Context: an optimization exercise on an open-source flow, tuned for small area, a short achievable clock period and few clock cycles. The choices shown serve that exercise and are no tape-out recipe. Only simulation tests tie the RTL to the original design; equivalence was not proved. Power is estimated from default activity; no workload was simulated.

==> flow/run.sh <==
#!/bin/bash
# synth_recipe.tcl (not shown) runs the flow's synth.tcl, then flattens the netlist and writes it again
# the make line also repeats each setting of config.mk as NAME=value (left out here)
make -C /OpenROAD-flow-scripts/flow DESIGN_CONFIG=/design/flow/config.mk WORK_HOME=/design/flow/orfs CLKGATE_MAP_FILE= SYNTH_SCRIPT=/design/flow/synth_recipe.tcl finish
==> flow/config.mk <==
export PLATFORM = sky130hd
export DESIGN_NAME = block_table_heap_allocator_core
export DESIGN_NICKNAME = block_table_heap_allocator_core
export VERILOG_FILES = /design/flow/design.v
export SDC_FILE = /design/flow/constraint.sdc
export NUM_CORES = 4
export LEC_CHECK = 0
export CAP_MARGIN = 20
export CORE_MARGIN = 2
export CORE_UTILIZATION = 40
export SLEW_MARGIN = 20
==> flow/constraint.sdc <==
create_clock -name core_clock -period 9.0 [get_ports {clk}]
set_input_delay 1.8000 -clock core_clock [delete_from_list [all_inputs] [get_ports {clk}]]
set_output_delay 1.8000 -clock core_clock [all_outputs]
set_load 0.01 [all_outputs]
==> flow/design.v <==
package bta_pkg;
	localparam int MAX_BLOCKS    = 1024;
	localparam int BLOCK_BYTES   = 4096;
	localparam int IDX_W         = $clog2(MAX_BLOCKS);
	localparam int CNT_W         = IDX_W + 1;
	localparam int BLK_SH        = $clog2(BLOCK_BYTES);
	localparam int ADDR_W        = 32;
	localparam int BLK_NUM_W     = ADDR_W - BLK_SH;
	localparam int NEED_W        = ADDR_W + 1 - BLK_SH;
	localparam int BIU_W         = 11;
	localparam int BLOCKS_RESET  = 1024;
	localparam int CFG_IDX_W     = 1;
	localparam int CFG_DATA_W    = 32;
	localparam int ENTRY_W       = 2;
	localparam int MARK_TAKEN    = 0;
	localparam int MARK_NEXT     = 1;
	typedef enum logic [CFG_IDX_W-1:0] {
		CFG_BASE   = 1'b0,
		CFG_BLOCKS = 1'b1
	} cfg_reg_t;
	typedef enum logic [0:0] {
		REQ_ALLOC = 1'b0,
		REQ_FREE  = 1'b1
	} req_kind_t;
	typedef enum logic [1:0] {
		ST_DONE     = 2'd0,
		ST_NO_SPACE = 2'd1,
		ST_BAD      = 2'd2
	} status_t;
	typedef struct packed {
		logic    load;
		logic    clr;
		logic    scan_init;
		logic    scan;
		logic    fill;
		logic    free_init;
		logic    free;
		logic    emit;
		status_t code;
	} bta_cmd_t;
	typedef struct packed {
		logic clear_last;
		logic is_free;
		logic size_zero;
		logic too_big;
		logic bad_addr;
		logic found;
		logic exhausted;
		logic fill_last;
		logic chain_more;
		logic out_free;
	} bta_stat_t;
endpackage
module bta_ram #(
	parameter int WIDTH = 2,
	parameter int DEPTH = 1024,
	localparam int AW = $clog2(DEPTH)
) (
	input  logic             clk,
	input  logic             we,
	input  logic [AW-1:0]    waddr,
	input  logic [WIDTH-1:0] wdata,
	input  logic [AW-1:0]    raddr,
	output logic [WIDTH-1:0] rdata
);
	logic [WIDTH-1:0] mem [DEPTH];
	always_ff @(posedge clk) begin
		if (we) begin
			mem[waddr] <= wdata;
		end
		rdata <= mem[raddr];
	end
endmodule
module bta_ctrl (
	input  logic               clk,
	input  logic               arst_n,
	input  logic               in_valid,
	output logic               in_ready,
	input  bta_pkg::bta_stat_t stat,
	output bta_pkg::bta_cmd_t  cmd
);
	typedef enum logic [6:0] {
		S_CLEAR  = 7'b0000001,
		S_IDLE   = 7'b0000010,
		S_DECODE = 7'b0000100,
		S_SCAN   = 7'b0001000,
		S_FILL   = 7'b0010000,
		S_FREE   = 7'b0100000,
		S_RESP   = 7'b1000000
	} state_t;
	state_t  state_q, state_d;
	bta_pkg::status_t code_q, code_d;
	assign in_ready = (state_q == S_IDLE);
	always_comb begin
		state_d = state_q;
		code_d  = code_q;
		cmd     = '0;
		cmd.code = code_q;
		unique case (state_q)
			S_CLEAR: begin
				cmd.clr = 1'b1;
				if (stat.clear_last) state_d = S_IDLE;
			end
			S_IDLE: begin
				if (in_valid) begin
					cmd.load = 1'b1;
					state_d  = S_DECODE;
				end
			end
			S_DECODE: begin
				if (stat.is_free) begin
					if (stat.bad_addr) begin
						code_d  = bta_pkg::ST_BAD;
						state_d = S_RESP;
					end else begin
						cmd.free_init = 1'b1;
						state_d       = S_FREE;
					end
				end else if (stat.size_zero) begin
					code_d  = bta_pkg::ST_BAD;
					state_d = S_RESP;
				end else if (stat.too_big) begin
					code_d  = bta_pkg::ST_NO_SPACE;
					state_d = S_RESP;
				end else begin
					cmd.scan_init = 1'b1;
					state_d       = S_SCAN;
				end
			end
			S_SCAN: begin
				cmd.scan = 1'b1;
				if (stat.found) begin
					state_d = S_FILL;
				end else if (stat.exhausted) begin
					code_d  = bta_pkg::ST_NO_SPACE;
					state_d = S_RESP;
				end
			end
			S_FILL: begin
				cmd.fill = 1'b1;
				if (stat.fill_last) begin
					code_d  = bta_pkg::ST_DONE;
					state_d = S_RESP;
				end
			end
			S_FREE: begin
				cmd.free = 1'b1;
				if (!stat.chain_more) begin
					code_d  = bta_pkg::ST_DONE;
					state_d = S_RESP;
				end
			end
			S_RESP: begin
				if (stat.out_free) begin
					cmd.emit = 1'b1;
					state_d  = S_IDLE;
				end
			end
			default: state_d = S_IDLE;
		endcase
	end
	always_ff @(posedge clk or negedge arst_n) begin
		if (!arst_n) begin
			state_q <= S_CLEAR;
			code_q  <= bta_pkg::ST_DONE;
		end else begin
			state_q <= state_d;
			code_q  <= code_d;
		end
	end
endmodule
module bta_dp (
	input  logic                             clk,
	input  logic                             arst_n,
	input  bta_pkg::bta_cmd_t                cmd,
	output bta_pkg::bta_stat_t               stat,
	input  logic                             in_req_type,
	input  logic [bta_pkg::ADDR_W-1:0]       in_size_bytes,
	input  logic [bta_pkg::ADDR_W-1:0]       in_address,
	input  logic                             cfg_write,
	input  logic [bta_pkg::CFG_IDX_W-1:0]    cfg_index,
	input  logic [bta_pkg::CFG_DATA_W-1:0]   cfg_data,
	input  logic                             out_ready,
	output logic                             out_valid,
	output logic [bta_pkg::ADDR_W-1:0]       out_result_address,
	output logic [1:0]                       out_status
);
	logic [bta_pkg::ADDR_W-1:0]    base_q;
	logic [bta_pkg::BIU_W-1:0]     blocks_q;
	bta_pkg::req_kind_t            req_type_q;
	logic                 size_zero_q;
	logic [bta_pkg::NEED_W-1:0]    need_q;
	logic [bta_pkg::ADDR_W-1:0]    addr_q;
	logic [bta_pkg::IDX_W-1:0]     clr_q;
	logic [bta_pkg::CNT_W-1:0]     rd_idx_q;
	logic                 pend_s1;
	logic [bta_pkg::IDX_W-1:0]     idx_s1;
	logic [bta_pkg::CNT_W-1:0]     run_q;
	logic [bta_pkg::IDX_W-1:0]     start_q;
	logic [bta_pkg::IDX_W-1:0]     wr_idx_q;
	logic [bta_pkg::CNT_W-1:0]     left_q;
	logic [bta_pkg::IDX_W-1:0]     fidx_q;
	logic                 out_valid_q;
	logic [bta_pkg::ADDR_W-1:0]    out_addr_q;
	bta_pkg::status_t              out_status_q;
	logic                 ram_we;
	logic [bta_pkg::IDX_W-1:0]     ram_waddr;
	logic [bta_pkg::ENTRY_W-1:0]   ram_wdata;
	logic [bta_pkg::IDX_W-1:0]     ram_raddr;
	logic [bta_pkg::ENTRY_W-1:0]   ram_rdata;
	logic [bta_pkg::CNT_W-1:0]     n_blocks;
	logic [bta_pkg::ADDR_W:0]      size_sum;
	logic [bta_pkg::NEED_W-1:0]    need_in;
	logic [bta_pkg::BLK_NUM_W-1:0] abase_blk;
	logic [bta_pkg::ADDR_W-1:0]    off;
	logic [bta_pkg::BLK_NUM_W-1:0] off_blk;
	logic                 issue;
	logic [bta_pkg::CNT_W-1:0]     run_inc;
	logic                 hit;
	logic [bta_pkg::CNT_W-1:0]     hit_start;
	logic [bta_pkg::CNT_W-1:0]     fidx_inc;
	logic                 chain_more;
	logic [bta_pkg::ADDR_W-1:0]    run_addr;
	logic                 out_free;
	bta_ram #(.WIDTH(bta_pkg::ENTRY_W), .DEPTH(bta_pkg::MAX_BLOCKS)) u_table (
		.clk   (clk),
		.we    (ram_we),
		.waddr (ram_waddr),
		.wdata (ram_wdata),
		.raddr (ram_raddr),
		.rdata (ram_rdata)
	);
	assign n_blocks = (32'(blocks_q) > 32'(bta_pkg::MAX_BLOCKS)) ? bta_pkg::CNT_W'(bta_pkg::MAX_BLOCKS) : bta_pkg::CNT_W'(blocks_q);
	assign size_sum  = {1'b0, in_size_bytes} + (bta_pkg::ADDR_W+1)'(bta_pkg::BLOCK_BYTES - 1);
	assign need_in   = size_sum[bta_pkg::ADDR_W:bta_pkg::BLK_SH];
	assign abase_blk = base_q[bta_pkg::ADDR_W-1:bta_pkg::BLK_SH];
	assign off       = addr_q - {abase_blk, bta_pkg::BLK_SH'(0)};
	assign off_blk   = off[bta_pkg::ADDR_W-1:bta_pkg::BLK_SH];
	assign run_addr  = {abase_blk + bta_pkg::BLK_NUM_W'(start_q), bta_pkg::BLK_SH'(0)};
	assign issue     = rd_idx_q < n_blocks;
	assign run_inc   = run_q + bta_pkg::CNT_W'(1);
	assign hit       = pend_s1 && !ram_rdata[bta_pkg::MARK_TAKEN] && (run_inc == need_q[bta_pkg::CNT_W-1:0]);
	assign hit_start = bta_pkg::CNT_W'(idx_s1) + bta_pkg::CNT_W'(1) - need_q[bta_pkg::CNT_W-1:0];
	assign fidx_inc   = bta_pkg::CNT_W'(fidx_q) + bta_pkg::CNT_W'(1);
	assign chain_more = ram_rdata[bta_pkg::MARK_NEXT] && (fidx_inc < n_blocks);
	assign out_free = !out_valid_q || out_ready;
	always_comb begin
		stat            = '0;
		stat.clear_last = (clr_q == bta_pkg::IDX_W'(bta_pkg::MAX_BLOCKS - 1));
		stat.is_free    = (req_type_q == bta_pkg::REQ_FREE);
		stat.size_zero  = size_zero_q;
		stat.too_big    = (bta_pkg::ADDR_W+1)'(need_q) > (bta_pkg::ADDR_W+1)'(n_blocks);
		stat.bad_addr   = (bta_pkg::ADDR_W+1)'(off_blk) >= (bta_pkg::ADDR_W+1)'(n_blocks);
		stat.found      = hit;
		stat.exhausted  = !pend_s1 && !issue;
		stat.fill_last  = (left_q == bta_pkg::CNT_W'(1));
		stat.chain_more = chain_more;
		stat.out_free   = out_free;
	end
	always_comb begin
		ram_we    = 1'b0;
		ram_waddr = '0;
		ram_wdata = '0;
		ram_raddr = rd_idx_q[bta_pkg::IDX_W-1:0];
		if (cmd.clr) begin
			ram_we    = 1'b1;
			ram_waddr = clr_q;
		end
		if (cmd.fill) begin
			ram_we                = 1'b1;
			ram_waddr             = wr_idx_q;
			ram_wdata[bta_pkg::MARK_TAKEN] = 1'b1;
			ram_wdata[bta_pkg::MARK_NEXT]  = (left_q != bta_pkg::CNT_W'(1));
		end
		if (cmd.free_init) begin
			ram_raddr = off_blk[bta_pkg::IDX_W-1:0];
		end
		if (cmd.free) begin
			ram_we    = 1'b1;
			ram_waddr = fidx_q;
			ram_raddr = fidx_inc[bta_pkg::IDX_W-1:0];
		end
	end
	always_ff @(posedge clk or negedge arst_n) begin
		if (!arst_n) begin
			base_q   <= '0;
			blocks_q <= bta_pkg::BIU_W'(bta_pkg::BLOCKS_RESET);
		end else if (cfg_write) begin
			unique case (cfg_index)
				bta_pkg::CFG_BASE:   base_q   <= cfg_data[bta_pkg::ADDR_W-1:0];
				bta_pkg::CFG_BLOCKS: blocks_q <= cfg_data[bta_pkg::BIU_W-1:0];
				default:    ;
			endcase
		end
	end
	always_ff @(posedge clk or negedge arst_n) begin
		if (!arst_n) begin
			clr_q       <= '0;
			pend_s1     <= 1'b0;
			rd_idx_q    <= '0;
			run_q       <= '0;
			out_valid_q <= 1'b0;
		end else begin
			if (cmd.clr) clr_q <= clr_q + bta_pkg::IDX_W'(1);
			if (cmd.scan_init) begin
				rd_idx_q <= '0;
				run_q    <= '0;
				pend_s1  <= 1'b0;
			end else if (cmd.scan) begin
				pend_s1 <= issue;
				if (issue) rd_idx_q <= rd_idx_q + bta_pkg::CNT_W'(1);
				if (pend_s1) run_q <= ram_rdata[bta_pkg::MARK_TAKEN] ? '0 : run_inc;
			end
			if (cmd.emit) begin
				out_valid_q <= 1'b1;
			end else if (out_ready) begin
				out_valid_q <= 1'b0;
			end
		end
	end
	always_ff @(posedge clk) begin
		if (cmd.load) begin
			req_type_q  <= bta_pkg::req_kind_t'(in_req_type);
			size_zero_q <= (in_size_bytes == '0);
			need_q      <= need_in;
			addr_q      <= in_address;
		end
		if (cmd.scan) begin
			idx_s1 <= rd_idx_q[bta_pkg::IDX_W-1:0];
		end
		if (cmd.scan && hit) begin
			start_q  <= hit_start[bta_pkg::IDX_W-1:0];
			wr_idx_q <= hit_start[bta_pkg::IDX_W-1:0];
			left_q   <= need_q[bta_pkg::CNT_W-1:0];
		end
		if (cmd.fill) begin
			wr_idx_q <= wr_idx_q + bta_pkg::IDX_W'(1);
			left_q   <= left_q - bta_pkg::CNT_W'(1);
		end
		if (cmd.free_init) begin
			fidx_q <= off_blk[bta_pkg::IDX_W-1:0];
		end
		if (cmd.free && chain_more) begin
			fidx_q <= fidx_inc[bta_pkg::IDX_W-1:0];
		end
		if (cmd.emit) begin
			out_status_q <= cmd.code;
			out_addr_q   <= (cmd.code == bta_pkg::ST_DONE && req_type_q == bta_pkg::REQ_ALLOC) ? run_addr : '0;
		end
	end
	assign out_valid          = out_valid_q;
	assign out_result_address = out_addr_q;
	assign out_status         = out_status_q;
endmodule
module block_table_heap_allocator_core (
	input  logic                             clk,
	input  logic                             arst_n,
	input  logic                             req_valid,
	output logic                             req_ready,
	input  logic                             req_type,
	input  logic [bta_pkg::ADDR_W-1:0]       req_size_bytes,
	input  logic [bta_pkg::ADDR_W-1:0]       req_address,
	output logic                             rsp_valid,
	input  logic                             rsp_ready,
	output logic [bta_pkg::ADDR_W-1:0]       rsp_result_address,
	output logic [1:0]                       rsp_status,
	input  logic                             cfg_write,
	input  logic [bta_pkg::CFG_IDX_W-1:0]    cfg_index,
	input  logic [bta_pkg::CFG_DATA_W-1:0]   cfg_data
);
	bta_pkg::bta_cmd_t  cmd;
	bta_pkg::bta_stat_t stat;
	bta_ctrl u_ctrl (
		.clk      (clk),
		.arst_n   (arst_n),
		.in_valid (req_valid),
		.in_ready (req_ready),
		.stat     (stat),
		.cmd      (cmd)
	);
	bta_dp u_dp (
		.clk                (clk),
		.arst_n             (arst_n),
		.cmd                (cmd),
		.stat               (stat),
		.in_req_type        (req_type),
		.in_size_bytes      (req_size_bytes),
		.in_address         (req_address),
		.cfg_write          (cfg_write),
		.cfg_index          (cfg_index),
		.cfg_data           (cfg_data),
		.out_ready          (rsp_ready),
		.out_valid          (rsp_valid),
		.out_result_address (rsp_result_address),
		.out_status         (rsp_status)
	);
endmodule
==> flow_metrics.env, run 1 <==
export IMPL_fp_dieW_um=497.6
export IMPL_tightest_slew_ns=1.248
export IMPL_cts_htree_levels=4
export IMPL_yosys_warnings=3
export IMPL_pwr_share_clk=0.422
export IMPL_rows=181
export IMPL_final_hold_viol_count=0
export IMPL_max_slew_margin=0.1679
export IMPL_area_growth_pct=12.56
export IMPL_clk_path_buf_depth=3
export IMPL_via_count=67700
export IMPL_power_frac_comb=0.047
export IMPL_finalCritPeriodShare=0.9254
export IMPL_grt_pass1_wl_um=440400
export IMPL_yosys_area_top_type="edfxtp_1"
export IMPL_grt_pass1_vias=64810
export IMPL_synthCells=8121
export IMPL_viasPerCell=5.863
export IMPL_setup_violations=0
export IMPL_postSynthAreaPerCell_um2=12.00
export IMPL_post_route_min_period_ns=8.329
export IMPL_yosysMostFrequentCell="edfxtp_1"
export IMPL_path_class="reg -> reg"
export IMPL_cp_max_fo=11
export IMPL_synth_area_mm2=0.09747
export IMPL_cts_hold_buf=0
export IMPL_routed_wl_um=306900
export IMPL_grt_max_degree=235
export IMPL_post_place_ws_ns=0.9532
export IMPL_cp_arrival_ns=9.11
export IMPL_outcome="no timing/DRC/antenna violations"
export IMPL_required_ns=9.78
export IMPL_synthTopCellsByArea="edfxtp_1 67%, nand2_1 6.0%, nor2_1 4.4%"
export IMPL_cts_setup_buffers=0
export IMPL_hold_path_class="reg -> reg"
export IMPL_seq_area_frac_synth=0.6861
export IMPL_layout_nets=8353
export IMPL_port_buffers=113
export IMPL_async_flop_share=0.03304
export IMPL_start_util=0.4015
export IMPL_grt_overflow_total=0
export IMPL_cts_made_buffers=226
export IMPL_p_switching_mw=4.689
export IMPL_switching_share=0.2176
export IMPL_slew_violations=0
export IMPL_power_density_mw_per_mm2=196.4
export IMPL_intPower_mw=16.86
export IMPL_grtUsageTotal=0.2401
export IMPL_io_pins=139
export IMPL_first_pass_iters=6
export IMPL_fin_worst_skew_ns=0.04818
export IMPL_rsz0062_at_grt="no"
export IMPL_drtIter0Drc=9923
export IMPL_vdd_drop_max_uv=206.1
export IMPL_cts_sinks=2240
export IMPL_synthTopCellsByCount="2164 x edfxtp_1, 1565 x nand2_1, 1149 x nor2_1, 526 x a21oi_1, 408 x nand3_1"
export IMPL_root_buffer="clkbuf_16"
export IMPL_tritoncts="built"
export IMPL_cts_resized=0
export IMPL_antenna_found_initial=18
export IMPL_ant_nets=0
export IMPL_p_leak_nw=38.55
export IMPL_final_core_util=0.4519
export IMPL_synth_top_flop_cell="edfxtp_1"
export IMPL_instances_no_fill=11550
export IMPL_dp_hpwl_um=178000
export IMPL_drive_gt1_frac=0.08647
export IMPL_seqPwrFrac=0.531
export IMPL_clk_pin_slew_worst_paths_ns=0.06
export IMPL_holdWs_ns=0.5013
export IMPL_drc_errors=0
export IMPL_dieHeight_um=497.6
export IMPL_synthDominantCellAreaShare=0.6667
export IMPL_worstSkewPairLatency_ns=0.89
export IMPL_dieArea_mm2=0.2476
export IMPL_synth_edff_count=2164
export IMPL_setup_ws_ns=0.6713
export IMPL_placedCellCount=11130
export IMPL_ys_ff_latch=2240
export IMPL_wl_per_cell_um=26.57
export IMPL_maxCapViolations=0
export IMPL_crit_path_end_kind="register"
export IMPL_fmax_ghz=0.1201
export IMPL_critPathLaunchType="register"
export IMPL_fin_total_pwr_mw=21.55
export IMPL_fp_coreArea_mm2=0.2428
export IMPL_synth_distinct_cells=89
export IMPL_finalWeightedCongestion=0.8606
==> power groups by stage <==
stage / combinational [mW] / sequential (mW) / clock, mW
2_1_floorplan: 0.670 / 11.6 / 0
3_3_place_gp: 0.977 / 11.7 / 0
3_5_place_dp: 0.990 / 11.7 / 0
4_1_cts: 0.998 / 11.5 / 9.17
5_1_grt: 1.12 / 11.5 / 9.58
6_report: 1.01 / 11.5 / 9.09
==> logic make-up (layout without fill, tap and decap cells) <==
family,after synthesis,count (layout),synth area share
compound gates,1260,1260,0.08299
flops,2240,2240,0.6861
mux,236,236,0.02452
buf+inv,689,895,0.03445
xor+xnor,108,108,0.009705
simple gates,3489,3489,0.1493
other cells,1,19,0.00003847
fa+ha+maj,98,98,0.01281
==> worst paths after layout <==
| check | start | endpoint | slack (ns) | cells past startpoint |
|---|---|---|---|---|
| max | u_dp.base_q[13]$_DFFE_PN0P_ | u_dp.u_table.rdata[1]$_DFF_P_ | 0.67 | 23 |
| min | u_ctrl.code_q[0]$_DFFE_PN0P_ | u_dp.out_status_q[0]$_DFFE_PP_ | 0.50 | 0 |
| max reg2reg | u_dp.base_q[13]$_DFFE_PN0P_ | u_dp.u_table.rdata[1]$_DFF_P_ | 0.67 | 23 |
| min reg2reg | u_ctrl.code_q[0]$_DFFE_PN0P_ | u_dp.out_status_q[0]$_DFFE_PP_ | 0.50 | 0 |
| max in group asynchronous | arst_n | u_dp.base_q[29]$_DFFE_PN0P_ | 7.13 | 2 |
| min in group asynchronous | arst_n | u_dp.blocks_q[8]$_DFFE_PN0P_ | 0.83 | 1 |
==> sequential cells by signal (all words and copies together) (netlist names), 7 cells and up <==
signal,count
u_dp.u_table.mem,2048
u_dp.need_q,21
u_dp.addr_q,20
u_dp.base_q,20
u_dp.out_addr_q,20
u_dp.blocks_q,11
u_dp.left_q,11
u_dp.rd_idx_q,11
u_dp.run_q,11
u_dp.clr_q,10
u_dp.fidx_q,10
u_dp.idx_s1,10
u_dp.start_q,10
u_dp.wr_idx_q,10
u_ctrl.state_q,7
==> worst max-delay path: stages (launching register included) <==
cell	delay, ns
dfrtp_1	0.38
inv_1	0.17
ha_1	0.25
nor2b_1	0.14
o2111ai_1	0.39
nand2_1	0.25
a21oi_1	0.21
xor2_1	0.47
inv_1	0.09
ha_1	0.19
nand2_1	0.11
o2111ai_1	0.12
nor3_1	0.16
nand3_1	0.10
or3_1	0.38
or4_4	0.64
or3_1	0.55
a21o_1	0.61
nor2_2	1.11
o21ai_0	0.58
nand4_1	0.36
o31ai_1	0.15
or4b_1	0.64
nand4_1	0.15
==> per-stage QoR <==
step                area (um^2)  TNS [ns]
detailed placement       102600         0
global placement         102600         0
CTS                      109700         0
finish                   109700         0
global route             109700         0
floorplan                 97550  -4426.78
==> placed cells by master (no fill, tap or decap), types with 81 or more instances in the layout <==
cell	instances
a31oi_1	81
clkbuf_16	232
buf_4	253
mux2i_1	214
a32oi_1	101
and3_1	99
a21oi_1	526
clkdlybuf4s50_1	112
a22oi_1	173
nand3_1	408
ha_1	95
nand2_1	1522
nor2_1	1143
o21ai_0	93
edfxtp_1	2164
==> per-layer routing <==
layer  up-vias  GRT usage  wire length [um]
met1     34060     0.3314            122200
met5         -          0                57
met2      3475     0.3780            142100
li1      29580          -                 -
met3       577    0.04642             31250
met4         8    0.08661             11240
==> layout make-up <==
| type | count | area, um^2 |
|---|---|---|
| Sequential cell | 2240 | 66880 |
| Inverter | 71 | 274.0 |
| Clock buffer | 293 | 6055 |
| Tap cell | 3202 | 4006 |
| Timing Repair Buffer | 410 | 3916 |
| Antenna cell | 7 | 17.52 |
| Fill cell | 22050 | 133100 |
| Multi-Input combinational cell | 5203 | 27540 |
| Clock inverter | 121 | 1021 |
Testbench counts, summed over its fixed seeds: cycles 677,974.
==> inputs of run 2 (changes only) <==
--- a/flow/design.v
+++ b/flow/design.v
@@ -55,17 +55,21 @@
 	parameter int WIDTH = 2,
 	parameter int DEPTH = 1024,
-	localparam int AW = $clog2(DEPTH)
+	localparam int AW = $clog2(DEPTH),
+	localparam int WW = AW - 2
 ) (
-	input  logic             clk,
-	input  logic             we,
-	input  logic [AW-1:0]    waddr,
-	input  logic [WIDTH-1:0] wdata,
-	input  logic [AW-1:0]    raddr,
-	output logic [WIDTH-1:0] rdata
+	input  logic               clk,
+	input  logic               we,
+	input  logic               wclr,
+	input  logic [AW-1:0]      waddr,
+	input  logic [WIDTH-1:0]   wdata,
+	input  logic [WW-1:0]      raddr,
+	output logic [4*WIDTH-1:0] rdata
 );
-	logic [WIDTH-1:0] mem [DEPTH];
+	logic [4*WIDTH-1:0] mem [DEPTH/4];
 	always_ff @(posedge clk) begin
-		if (we) begin
-			mem[waddr] <= wdata;
+		if (wclr) begin
+			mem[waddr[AW-1:2]] <= '0;
+		end else if (we) begin
+			mem[waddr[AW-1:2]][waddr[1:0]*WIDTH +: WIDTH] <= wdata;
 		end
 		rdata <= mem[raddr];
@@ -205,7 +209,9 @@
 	bta_pkg::status_t              out_status_q;
 	logic                 ram_we;
+	logic                 ram_wclr;
+	logic [4*bta_pkg::ENTRY_W-1:0] ram_word;
 	logic [bta_pkg::IDX_W-1:0]     ram_waddr;
 	logic [bta_pkg::ENTRY_W-1:0]   ram_wdata;
-	logic [bta_pkg::IDX_W-1:0]     ram_raddr;
+	logic [bta_pkg::IDX_W-3:0]     ram_raddr;
 	logic [bta_pkg::ENTRY_W-1:0]   ram_rdata;
 	logic [bta_pkg::CNT_W-1:0]     n_blocks;
@@ -226,9 +232,34 @@
 		.clk   (clk),
 		.we    (ram_we),
+		.wclr  (ram_wclr),
 		.waddr (ram_waddr),
 		.wdata (ram_wdata),
 		.raddr (ram_raddr),
-		.rdata (ram_rdata)
+		.rdata (ram_word)
 	);
+	assign ram_rdata = ram_word[fidx_q[1:0]*bta_pkg::ENTRY_W +: bta_pkg::ENTRY_W];
+	logic [bta_pkg::CNT_W-1:0] scan_run;
+	logic                      scan_hit;
+	logic [bta_pkg::CNT_W-1:0] scan_hit_start;
+	always_comb begin
+		logic [bta_pkg::CNT_W-1:0] r;
+		r = run_q;
+		scan_hit = 1'b0;
+		scan_hit_start = '0;
+		for (int j = 0; j < 4; j++) begin
+			if (!scan_hit) begin
+				if ((bta_pkg::CNT_W'(idx_s1) + bta_pkg::CNT_W'(j) >= n_blocks) || ram_word[j*bta_pkg::ENTRY_W + bta_pkg::MARK_TAKEN]) begin
+					r = '0;
+				end else begin
+					r = r + bta_pkg::CNT_W'(1);
+					if (r == need_q[bta_pkg::CNT_W-1:0]) begin
+						scan_hit = 1'b1;
+						scan_hit_start = bta_pkg::CNT_W'(idx_s1) + bta_pkg::CNT_W'(j) + bta_pkg::CNT_W'(1) - need_q[bta_pkg::CNT_W-1:0];
+					end
+				end
+			end
+		end
+		scan_run = r;
+	end
 	assign n_blocks = (32'(blocks_q) > 32'(bta_pkg::MAX_BLOCKS)) ? bta_pkg::CNT_W'(bta_pkg::MAX_BLOCKS) : bta_pkg::CNT_W'(blocks_q);
 	assign size_sum  = {1'b0, in_size_bytes} + (bta_pkg::ADDR_W+1)'(bta_pkg::BLOCK_BYTES - 1);
@@ -240,6 +271,6 @@
 	assign issue     = rd_idx_q < n_blocks;
 	assign run_inc   = run_q + bta_pkg::CNT_W'(1);
-	assign hit       = pend_s1 && !ram_rdata[bta_pkg::MARK_TAKEN] && (run_inc == need_q[bta_pkg::CNT_W-1:0]);
-	assign hit_start = bta_pkg::CNT_W'(idx_s1) + bta_pkg::CNT_W'(1) - need_q[bta_pkg::CNT_W-1:0];
+	assign hit       = pend_s1 && scan_hit;
+	assign hit_start = scan_hit_start;
 	assign fidx_inc   = bta_pkg::CNT_W'(fidx_q) + bta_pkg::CNT_W'(1);
 	assign chain_more = ram_rdata[bta_pkg::MARK_NEXT] && (fidx_inc < n_blocks);
@@ -247,5 +278,5 @@
 	always_comb begin
 		stat            = '0;
-		stat.clear_last = (clr_q == bta_pkg::IDX_W'(bta_pkg::MAX_BLOCKS - 1));
+		stat.clear_last = (clr_q == bta_pkg::IDX_W'(bta_pkg::MAX_BLOCKS - 4));
 		stat.is_free    = (req_type_q == bta_pkg::REQ_FREE);
 		stat.size_zero  = size_zero_q;
@@ -260,9 +291,10 @@
 	always_comb begin
 		ram_we    = 1'b0;
+		ram_wclr  = 1'b0;
 		ram_waddr = '0;
 		ram_wdata = '0;
-		ram_raddr = rd_idx_q[bta_pkg::IDX_W-1:0];
+		ram_raddr = rd_idx_q[bta_pkg::IDX_W-1:2];
 		if (cmd.clr) begin
-			ram_we    = 1'b1;
+			ram_wclr  = 1'b1;
 			ram_waddr = clr_q;
 		end
@@ -274,10 +306,10 @@
 		end
 		if (cmd.free_init) begin
-			ram_raddr = off_blk[bta_pkg::IDX_W-1:0];
+			ram_raddr = off_blk[bta_pkg::IDX_W-1:2];
 		end
 		if (cmd.free) begin
 			ram_we    = 1'b1;
 			ram_waddr = fidx_q;
-			ram_raddr = fidx_inc[bta_pkg::IDX_W-1:0];
+			ram_raddr = fidx_inc[bta_pkg::IDX_W-1:2];
 		end
 	end
@@ -302,5 +334,5 @@
 			out_valid_q <= 1'b0;
 		end else begin
-			if (cmd.clr) clr_q <= clr_q + bta_pkg::IDX_W'(1);
+			if (cmd.clr) clr_q <= clr_q + bta_pkg::IDX_W'(4);
 			if (cmd.scan_init) begin
 				rd_idx_q <= '0;
@@ -309,6 +341,6 @@
 			end else if (cmd.scan) begin
 				pend_s1 <= issue;
-				if (issue) rd_idx_q <= rd_idx_q + bta_pkg::CNT_W'(1);
-				if (pend_s1) run_q <= ram_rdata[bta_pkg::MARK_TAKEN] ? '0 : run_inc;
+				if (issue) rd_idx_q <= rd_idx_q + bta_pkg::CNT_W'(4);
+				if (pend_s1) run_q <= scan_run;
 			end
 			if (cmd.emit) begin
==> run 2 against run 1 <==
Compared with the run above: sequential power hardly changed; die area is 4.3% higher; fmax is 1.4% lower; core utilization is 0.47 points higher.
==> flow_metrics.env, run 2 <==
export IMPL_ys_ff_latch=2240
export IMPL_power_frac_comb=0.065
export IMPL_synthAdderAreaFrac=0.01871
export IMPL_cts_setup_buffers=0
export IMPL_io_pins=139
export IMPL_clk_path_buf_depth=3
export IMPL_grt_overflow_total=0
export IMPL_pwr_share_clk=0.434
export IMPL_synthTopCellsByCount="2162 x edfxtp_1, 2036 x nand2_1, 1223 x nor2_1, 726 x nand3_1, 459 x clkbuf_1"
export IMPL_wl_per_cell_um=26.06
export IMPL_drc_errors=0
export IMPL_required_ns=9.53
export IMPL_yosys_warnings=3
export IMPL_cts_htree_levels=4
export IMPL_crit_path_end_kind="register"
export IMPL_viasPerCell=5.849
export IMPL_yosys_mux_area_fraction=0.02195
export IMPL_synth_area_mm2=0.1017
export IMPL_worstSkewPairLatency_ns=0.92
export IMPL_cp_arrival_ns=8.97
export IMPL_clk_pin_slew_worst_paths_ns=0.06
export IMPL_postSynthAreaPerCell_um2=11.29
export IMPL_yosys_area_share_simple=0.1876
export IMPL_cts_resized=0
export IMPL_cts_hold_buf=0
export IMPL_final_core_util=0.4566
export IMPL_seqPwrFrac=0.501
export IMPL_grtUsageTotal=0.2477
export IMPL_start_util=0.4011
export IMPL_fp_coreArea_mm2=0.2535
export IMPL_via_count=73700
export IMPL_p_switching_mw=5.165
export IMPL_grt_pass1_wl_um=473300
export IMPL_switching_share=0.2256
export IMPL_path_buf_inv=2
export IMPL_max_slew_margin=0.03861
export IMPL_fp_dieW_um=508.2
export IMPL_antenna_found_initial=12
export IMPL_layout_nets=9274
export IMPL_path_class="reg -> reg"
export IMPL_root_buffer="clkbuf_16"
export IMPL_grt_pass1_vias=70940
export IMPL_final_hold_viol_count=0
export IMPL_cp_max_fo=12
export IMPL_setup_violations=0
export IMPL_async_flop_share=0.03125
export IMPL_vdd_drop_max_uv=200.4
export IMPL_ant_nets=0
export IMPL_setup_ws_ns=0.5538
export IMPL_rows=185
export IMPL_synth_edff_count=2162
export IMPL_power_density_mw_per_mm2=197.8
export IMPL_dieArea_mm2=0.2582
export IMPL_synth_compound_area_share=0.07086
export IMPL_first_pass_iters=8
export IMPL_p_leak_nw=41.51
export IMPL_fin_worst_skew_ns=0.09614
export IMPL_tightest_slew_ns=1.442
export IMPL_critPathLaunchType="register"
export IMPL_synth_distinct_cells=117
export IMPL_crit_family="simple AND/OR/NAND/NOR gates"
export IMPL_cts_sinks=2240
export IMPL_crit_top_cell="ha_1"
export IMPL_yosys_area_top_type="edfxtp_1"
export IMPL_fmax_ghz=0.1184
export IMPL_holdWs_ns=0.5010
export IMPL_layout_commonest_cell="edfxtp_1"
export IMPL_finalWeightedCongestion=0.8913
export IMPL_grt_max_degree=257
export IMPL_outcome="no timing/DRC/antenna violations"
export IMPL_synth_top_family_by_area="simple AND/OR/NAND/NOR gates"
export IMPL_post_route_min_period_ns=8.446
export IMPL_synth_top_flop_cell="edfxtp_1"
export IMPL_dp_hpwl_um=202700
export IMPL_drive_gt1_frac=0.08822
export IMPL_synthTopCellsByArea="edfxtp_1 64%, nand2_1 7.5%, nor2_1 4.5%"
export IMPL_drtIter0Drc=9787
export IMPL_port_buffers=113
export IMPL_synthCells=9005
export IMPL_instances_no_fill=12600
export IMPL_yosysMostFrequentCell="edfxtp_1"
export IMPL_largest_reg_flops=2048
export IMPL_rsz0062_at_grt="no"
export IMPL_synth_xor_area_frac=0.01536
export IMPL_hold_path_class="reg -> reg"
export IMPL_tritoncts="built"
export IMPL_finalCritPeriodShare=0.9385
export IMPL_cts_made_buffers=226
export IMPL_placedCellCount=12160
export IMPL_layout_common_cells="2162 x edfxtp_1, 2008 x nand2_1, 1205 x nor2_1"
export IMPL_slew_violations=0
export IMPL_dieHeight_um=508.2
export IMPL_maxCapViolations=0
export IMPL_area_growth_pct=13.83
export IMPL_synthDominantCellAreaShare=0.6386
export IMPL_seq_area_frac_synth=0.6574
export IMPL_post_place_ws_ns=0.5588
export IMPL_routed_wl_um=328400
export IMPL_max_stage_delay_ns=0.53
export IMPL_critical_path_slowest_cell="or4_1"
export IMPL_intPower_mw=17.73
run 2: cell count changes in the layout (fill, tap and decap cells not counted), sizes merged, moves of 40 or more:
cell and change:
a21oi -289, a22oi -158, a311oi +42, a31oi +64
a32oi -71, ha +41, nand2 +469, nand3 +318
nor2 +71, o21ai +40, o221ai +52, xnor2 +53
run 2: logic make-up (layout without fill, tap and decap cells):
kind of cell               count (synthesis)  count (layout)
muxes                                    215             215
adders and majority gates                146             146
other                                      1              22
buffers and inverters                    720             929
xor gates and xnor gates                 172             172
AOI/OAI and AO/OA                       1038            1038
and+or+nand+nor                         4473            4473
DFF                                     2240            2240
run 2: worst reg2reg max path: cells and delay by family, from the launching register on:
family / cells / cell delay [ns]
AO/OA/AOI/OAI: 9 / 2.39
XOR/XNOR: 2 / 0.34
adder cells (fa/ha/maj): 3 / 1.08
buffers and inverters: 2 / 0.34
flip-flops: 1 / 0.40
AND/OR/NAND/NOR: 13 / 3.60
run 2: worst paths after layout:
check,from,end,slack (ns),cells past startpoint
max in group asynchronous,arst_n,u_dp.pend_s1$_DFFE_PN0P_,7.48,1
max reg2reg,u_dp.blocks_q[0]$_DFFE_PN0P_,u_dp.left_q[0]$_DFFE_PP_,0.55,29
max,u_dp.blocks_q[0]$_DFFE_PN0P_,u_dp.left_q[0]$_DFFE_PP_,0.55,29
min reg2reg,u_dp.clr_q[4]$_DFFE_PN0N_,u_dp.clr_q[4]$_DFFE_PN0N_,0.50,1
min in group asynchronous,arst_n,u_dp.base_q[16]$_DFFE_PN0P_,1.00,1
min,u_dp.clr_q[4]$_DFFE_PN0N_,u_dp.clr_q[4]$_DFFE_PN0N_,0.50,1
run 2: per-layer routing:
| layer | vias to the layer above | GRT usage | share of wire |
|---|---|---|---|
| met5 | - | 0 | 0.00031 |
| met4 | 12 | 0.1022 | 0.045 |
| met3 | 641 | 0.04527 | 0.097 |
| met2 | 3708 | 0.3890 | 0.46 |
| met1 | 36870 | 0.3384 | 0.40 |
| li1 | 32470 | - | - |
run 2: area by class of cell:
cell class	count	area, um^2
fillers	23000	137700
clock inverters	146	1879
diodes	8	20.02
clock buffers	284	6026
inverters	84	315.3
repair buffers	415	4078
multi-input cells	6058	32360
well taps	3366	4212
flip-flops and latches	2240	66840
run 2: stage by stage:
| stage | power (mW) | cell area [um^2] | TNS (ns) |
|---|---|---|---|
| final | 22.89 | 115700 | 0 |
| after global routing | 23.51 | 115700 | 0 |
| after CTS | 22.96 | 115600 | 0 |
| after detailed placement | 13.14 | 107700 | 0 |
| after global placement | 13.12 | 107600 | 0 |
| after floorplan | 12.67 | 101700 | -170.18 |
run 2: power by group through the flow:
| stage | Sequential [mW] | Clock (mW) | Combinational [mW] |
|---|---|---|---|
| 2_1_floorplan | 11.6 | 0 | 1.03 |
| 3_3_place_gp | 11.7 | 0 | 1.43 |
| 3_5_place_dp | 11.7 | 0 | 1.45 |
| 4_1_cts | 11.5 | 10.0 | 1.46 |
| 5_1_grt | 11.5 | 10.4 | 1.62 |
| 6_report | 11.5 | 9.94 | 1.48 |
Testbench counts of run 2, summed over its fixed seeds: cycles 208,862.
==> inputs of run 3 (changes only) <==
--- a/flow/design.v
+++ b/flow/design.v
@@ -56,5 +56,5 @@
 	parameter int DEPTH = 1024,
 	localparam int AW = $clog2(DEPTH),
-	localparam int WW = AW - 2
+	localparam int WW = AW - 3
 ) (
 	input  logic               clk,
@@ -64,12 +64,12 @@
 	input  logic [WIDTH-1:0]   wdata,
 	input  logic [WW-1:0]      raddr,
-	output logic [4*WIDTH-1:0] rdata
+	output logic [8*WIDTH-1:0] rdata
 );
-	logic [4*WIDTH-1:0] mem [DEPTH/4];
+	logic [8*WIDTH-1:0] mem [DEPTH/8];
 	always_ff @(posedge clk) begin
 		if (wclr) begin
-			mem[waddr[AW-1:2]] <= '0;
+			mem[waddr[AW-1:3]] <= '0;
 		end else if (we) begin
-			mem[waddr[AW-1:2]][waddr[1:0]*WIDTH +: WIDTH] <= wdata;
+			mem[waddr[AW-1:3]][waddr[2:0]*WIDTH +: WIDTH] <= wdata;
 		end
 		rdata <= mem[raddr];
@@ -210,8 +210,8 @@
 	logic                 ram_we;
 	logic                 ram_wclr;
-	logic [4*bta_pkg::ENTRY_W-1:0] ram_word;
+	logic [8*bta_pkg::ENTRY_W-1:0] ram_word;
 	logic [bta_pkg::IDX_W-1:0]     ram_waddr;
 	logic [bta_pkg::ENTRY_W-1:0]   ram_wdata;
-	logic [bta_pkg::IDX_W-3:0]     ram_raddr;
+	logic [bta_pkg::IDX_W-4:0]     ram_raddr;
 	logic [bta_pkg::ENTRY_W-1:0]   ram_rdata;
 	logic [bta_pkg::CNT_W-1:0]     n_blocks;
@@ -238,5 +238,5 @@
 		.rdata (ram_word)
 	);
-	assign ram_rdata = ram_word[fidx_q[1:0]*bta_pkg::ENTRY_W +: bta_pkg::ENTRY_W];
+	assign ram_rdata = ram_word[fidx_q[2:0]*bta_pkg::ENTRY_W +: bta_pkg::ENTRY_W];
 	logic [bta_pkg::CNT_W-1:0] scan_run;
 	logic                      scan_hit;
@@ -247,5 +247,5 @@
 		scan_hit = 1'b0;
 		scan_hit_start = '0;
-		for (int j = 0; j < 4; j++) begin
+		for (int j = 0; j < 8; j++) begin
 			if (!scan_hit) begin
 				if ((bta_pkg::CNT_W'(idx_s1) + bta_pkg::CNT_W'(j) >= n_blocks) || ram_word[j*bta_pkg::ENTRY_W + bta_pkg::MARK_TAKEN]) begin
@@ -278,5 +278,5 @@
 	always_comb begin
 		stat            = '0;
-		stat.clear_last = (clr_q == bta_pkg::IDX_W'(bta_pkg::MAX_BLOCKS - 4));
+		stat.clear_last = (clr_q == bta_pkg::IDX_W'(bta_pkg::MAX_BLOCKS - 8));
 		stat.is_free    = (req_type_q == bta_pkg::REQ_FREE);
 		stat.size_zero  = size_zero_q;
@@ -294,5 +294,5 @@
 		ram_waddr = '0;
 		ram_wdata = '0;
-		ram_raddr = rd_idx_q[bta_pkg::IDX_W-1:2];
+		ram_raddr = rd_idx_q[bta_pkg::IDX_W-1:3];
 		if (cmd.clr) begin
 			ram_wclr  = 1'b1;
@@ -306,10 +306,10 @@
 		end
 		if (cmd.free_init) begin
-			ram_raddr = off_blk[bta_pkg::IDX_W-1:2];
+			ram_raddr = off_blk[bta_pkg::IDX_W-1:3];
 		end
 		if (cmd.free) begin
 			ram_we    = 1'b1;
 			ram_waddr = fidx_q;
-			ram_raddr = fidx_inc[bta_pkg::IDX_W-1:2];
+			ram_raddr = fidx_inc[bta_pkg::IDX_W-1:3];
 		end
 	end
@@ -334,5 +334,5 @@
 			out_valid_q <= 1'b0;
 		end else begin
-			if (cmd.clr) clr_q <= clr_q + bta_pkg::IDX_W'(4);
+			if (cmd.clr) clr_q <= clr_q + bta_pkg::IDX_W'(8);
 			if (cmd.scan_init) begin
 				rd_idx_q <= '0;
@@ -341,5 +341,5 @@
 			end else if (cmd.scan) begin
 				pend_s1 <= issue;
-				if (issue) rd_idx_q <= rd_idx_q + bta_pkg::CNT_W'(4);
+				if (issue) rd_idx_q <= rd_idx_q + bta_pkg::CNT_W'(8);
 				if (pend_s1) run_q <= scan_run;
 			end
==> run 3 against run 2 <==
Compared with the run above: the layout now fails its checks (setup timing); register-to-register slack worse by 2.1 ns; synthesized cell count up 11%; clock skew down 0.010 ns; cell count up 13%; die area up 5.7%; hold slack worse by 0.024 ns; critical path depth up 22; routed wire length up 1.4%; critical endpoint is now u_dp.wr_idx_q[2]$_DFFE_PP_; highest routed layer unchanged.
==> flow_metrics.env, run 3 <==
export IMPL_slew_violations=0
export IMPL_max_stage_delay_ns=0.56
export IMPL_dpl_instance_area_mm2=0.1174
export IMPL_power_frac_comb=0.117
export IMPL_grtUsageTotal=0.2363
export IMPL_synthTopCellsByCount="2379 x nand2_1, 2161 x edfxtp_1, 1247 x nor2_1, 603 x clkbuf_1, 597 x nand3_1"
export IMPL_max_slew_margin=0.2124
export IMPL_layout_common_cells="2339 x nand2_1, 2161 x edfxtp_1, 1218 x nor2_1"
export IMPL_hold_path_class="reg -> reg"
export IMPL_critical_path_slowest_cell="dfstp_2"
export IMPL_vdd_drop_max_uv=158.4
export IMPL_fp_dieW_um=522.4
export IMPL_cts_sinks=2245
export IMPL_intPower_mw=17.63
export IMPL_rrSetupSlack_ns=-1.50
export IMPL_regToRegStartpoint="u_dp.blocks_q[10]$_DFFE_PN1P_"
export IMPL_post_route_min_period_ns=10.50
export IMPL_synth_compound_area_share=0.1012
export IMPL_viasPerCell=5.767
export IMPL_synth_distinct_cells=135
export IMPL_power_density_mw_per_mm2=183.4
export IMPL_holdPathEnd="u_dp.out_status_q[0]$_DFFE_PP_"
export IMPL_multi_input_area_mm2=0.03937
export IMPL_clk_pin_slew_worst_paths_ns=0.07
export IMPL_layout_commonest_cell="nand2_1"
export IMPL_ff_latch_area_mm2=0.06692
export IMPL_grt_pass1_vias=80080
export IMPL_yosys_area_top_type="edfxtp_1"
export IMPL_instances_no_fill=14200
export IMPL_first_pass_iters=7
export IMPL_switching_share=0.2404
export IMPL_tritoncts="built"
export IMPL_cts_htree_levels=4
export IMPL_wl_per_cell_um=23.45
export IMPL_synthTopCellsByArea="edfxtp_1 60%, nand2_1 8.3%, nor2_1 4.4%"
export IMPL_tightest_slew_ns=1.179
export IMPL_cts_hold_buf=0
export IMPL_seq_area_frac_synth=0.6226
export IMPL_setup_violations=64
export IMPL_min_delay_start="u_ctrl.code_q[0]$_DFFE_PN0P_"
export IMPL_p_switching_mw=5.579
export IMPL_dieArea_mm2=0.2729
export IMPL_antenna_found_initial=17
export IMPL_violatedChecks="setup timing"
export IMPL_yosys_area_share_simple=0.1976
export IMPL_placedCellCount=13680
export IMPL_min_path_cells=0
export IMPL_drc_errors=0
export IMPL_maxCapViolations=0
export IMPL_r2r_cells=51
export IMPL_final_hold_viol_count=0
export IMPL_fmax_ghz=0.09521
export IMPL_yosys_mux_area_fraction=0.009442
export IMPL_fp_coreArea_mm2=0.2677
export IMPL_dp_hpwl_um=205200
export IMPL_pwr_share_clk=0.390
export IMPL_root_buffer="clkbuf_16"
export IMPL_clk_path_buf_depth=4
export IMPL_rows=190
export IMPL_drtIter0Drc=8632
export IMPL_cp_max_fo=6
export IMPL_layout_nets=10730
export IMPL_fin_area_mm2=0.1266
export IMPL_largest_reg_flops=2048
export IMPL_worstReg2RegEnd="u_dp.wr_idx_q[2]$_DFFE_PP_"
export IMPL_rsz0062_at_grt="yes"
export IMPL_synth_xor_area_frac=0.01810
export IMPL_async_flop_share=0.03029
export IMPL_synth_edff_count=2161
export IMPL_grt_max_degree=159
export IMPL_port_buffers=113
export IMPL_finalWeightedCongestion=0.9115
export IMPL_yosysMostFrequentCell="nand2_1"
export IMPL_fin_worst_skew_ns=0.08565
export IMPL_synth_top_family_by_area="simple AND/OR/NAND/NOR gates"
export IMPL_ant_nets=0
export IMPL_grt_overflow_total=0
export IMPL_yosys_warnings=3
export IMPL_cp_arrival_ns=11.14
export IMPL_routed_wl_um=333000
export IMPL_worstSkewPairLatency_ns=0.93
export IMPL_via_count=81880
export IMPL_finalCritPeriodShare=1.167
export IMPL_fillers=24420
export IMPL_postSynthAreaPerCell_um2=10.79
export IMPL_area_growth_pct=17.78
export IMPL_crit_path_end_kind="register"
export IMPL_cts_made_buffers=223
export IMPL_setup_ws_ns=-1.504
export IMPL_seqPwrFrac=0.493
export IMPL_synthCells=9964
export IMPL_required_ns=9.63
export IMPL_outcome="complete, but fails checks"
export IMPL_synth_area_mm2=0.1075
export IMPL_drive_gt1_frac=0.1483
export IMPL_synthDominantCellAreaShare=0.6038
export IMPL_ys_ff_latch=2245
export IMPL_dieHeight_um=522.4
export IMPL_grt_pass1_wl_um=495400
export IMPL_critPathLaunchType="register"
export IMPL_synth_top_flop_cell="edfxtp_1"
export IMPL_p_leak_nw=44.01
export IMPL_start_util=0.4015
export IMPL_path_class="reg -> reg"
export IMPL_io_pins=139
export IMPL_crit_top_cell="ha_4"
export IMPL_synthAdderAreaFrac=0.01993
[run 3: cell types whose count changed in the layout (fill, tap and decap cells not counted), sizes merged, moves of 44 or more]
cell	change
a211oi	+68
a21oi	+44
a311oi	+269
and3	+180
buf	+567
mux2i	-128
nand2	+347
nand3	-130
o21ai	+56
o221ai	-47
[run 3: worst max-delay path, delay by kind of cell, from the launching register on]
| kind | cells | cell delay [ns] |
|---|---|---|
| AOI/OAI and AO/OA | 17 | 2.95 |
| xor gates and xnor gates | 1 | 0.29 |
| adders and majority gates | 4 | 0.71 |
| buffers and inverters | 8 | 0.98 |
| DFF | 1 | 0.56 |
| muxes | 3 | 0.69 |
| and+or+nand+nor | 18 | 4.02 |
[run 3: how the worst max path moves through the flow]
stage	from	to	cells after the start
finish	u_dp.blocks_q[10]$_DFFE_PN1P_	u_dp.wr_idx_q[2]$_DFFE_PP_	51
global route	u_dp.blocks_q[10]$_DFFE_PN1P_	u_dp.wr_idx_q[2]$_DFFE_PP_	51
CTS	u_dp.blocks_q[10]$_DFFE_PN1P_	u_dp.wr_idx_q[2]$_DFFE_PP_	50
detailed placement	u_dp.blocks_q[10]$_DFFE_PN1P_	u_dp.left_q[9]$_DFFE_PP_	50
global placement	u_dp.blocks_q[10]$_DFFE_PN1P_	u_dp.left_q[7]$_DFFE_PP_	50
floorplan	u_dp.blocks_q[10]$_DFFE_PN1P_	u_dp.left_q[0]$_DFFE_PP_	60
[run 3: area by class of cell]
| cell class | count | share of cell area |
|---|---|---|
| clock buffers | 281 | 0.04662 |
| multi-input cells | 6896 | 0.3110 |
| repair buffers | 982 | 0.06679 |
| inverters | 111 | 0.003390 |
| repair inverters | 1 | 0.00008896 |
| diodes | 7 | 0.0001384 |
| clock inverters | 123 | 0.008214 |
| flip-flops and latches | 2245 | 0.5286 |
| well taps | 3552 | 0.03511 |
[run 3: cells by family after synthesis]
group                      count (synthesis)
buffers and inverters                    844
and+or+nand+nor                         4922
muxes                                     92
DFF                                     2245
adders and majority gates                164
xor gates and xnor gates                 207
other                                      1
AOI/OAI and AO/OA                       1489
[run 3: stage by stage]
step	util	TNS, ns	hold WS [ns]	total power, mW	setup slack [ns]
2_1_floorplan	-	-113.79	0.4383	13.13	-2.018
3_3_place_gp	0.4387	-134.73	0.4586	14.13	-2.295
3_5_place_dp	0.4387	-134.02	0.4677	14.14	-2.271
4_1_cts	0.4693	-81.08	0.4806	23.21	-1.425
5_1_grt	0.4728	-112.46	0.4928	23.98	-1.887
6_report	0.4729	-87.81	0.4765	23.21	-1.504
[run 3: power groups by stage]
| stage | clock network [mW] | registers (mW) | logic (mW) |
|---|---|---|---|
| CTS | 9.18 | 11.4 | 2.59 |
| detailed placement | 0 | 11.7 | 2.47 |
| finish | 9.05 | 11.4 | 2.71 |
| global route | 9.60 | 11.4 | 2.93 |
| global placement | 0 | 11.7 | 2.46 |
| floorplan | 0 | 11.7 | 1.47 |
[run 3: routing by layer]
metal | vias up | GRT usage | wire length [um]
met5 | - | 0 | 118
met4 | 16 | 0.06717 | 9953
met3 | 552 | 0.03413 | 26520
met2 | 3190 | 0.3818 | 154000
met1 | 40960 | 0.3311 | 142400
li1 | 37160 | - | -
[run 3: what timing repair did]
| action | in CTS | in global routing |
|---|---|---|
| pin swaps | 91 | 52 |
| endpoints found under the setup margin | 64 | 77 |
| buffers inserted | 65 | 37 |
| resized for setup | 149 | 100 |
| cloned | 4 | 2 |
Testbench counts of run 3, summed over its fixed seeds: cycles 130,666.

[afterwards: timing with drivers on the ports]
No port has a modelled driver above. Below, the same layouts with a new extraction and two added sets of constraints. Step 1: set_driving_cell puts a clkbuf_16 on clk and a buf_2 on each other input, an assumption about the parent block. Step 2, shift: input delay + t, output delay - t, t = (earliest + latest rising clock arrival at the registers) / 2. This alone moves slack from input paths to output paths. a / b / c = ideal ports / drivers / drivers and shift; a / b = the first two.
run | shift t [ns] | slack for setup (ns) | latest minus earliest clock arrival (ns) | pins driven straight from the clock port
run 1 | 0.957 | 0.671 / 0.671 / 0.671 | 0.053 / 0.053 | 1
run 2 | 0.959 | 0.554 / 0.554 / 0.554 | 0.105 / 0.106 | 1
run 3 | 0.974 | -1.503 / -1.503 / -1.503 | 0.093 / 0.093 | 1
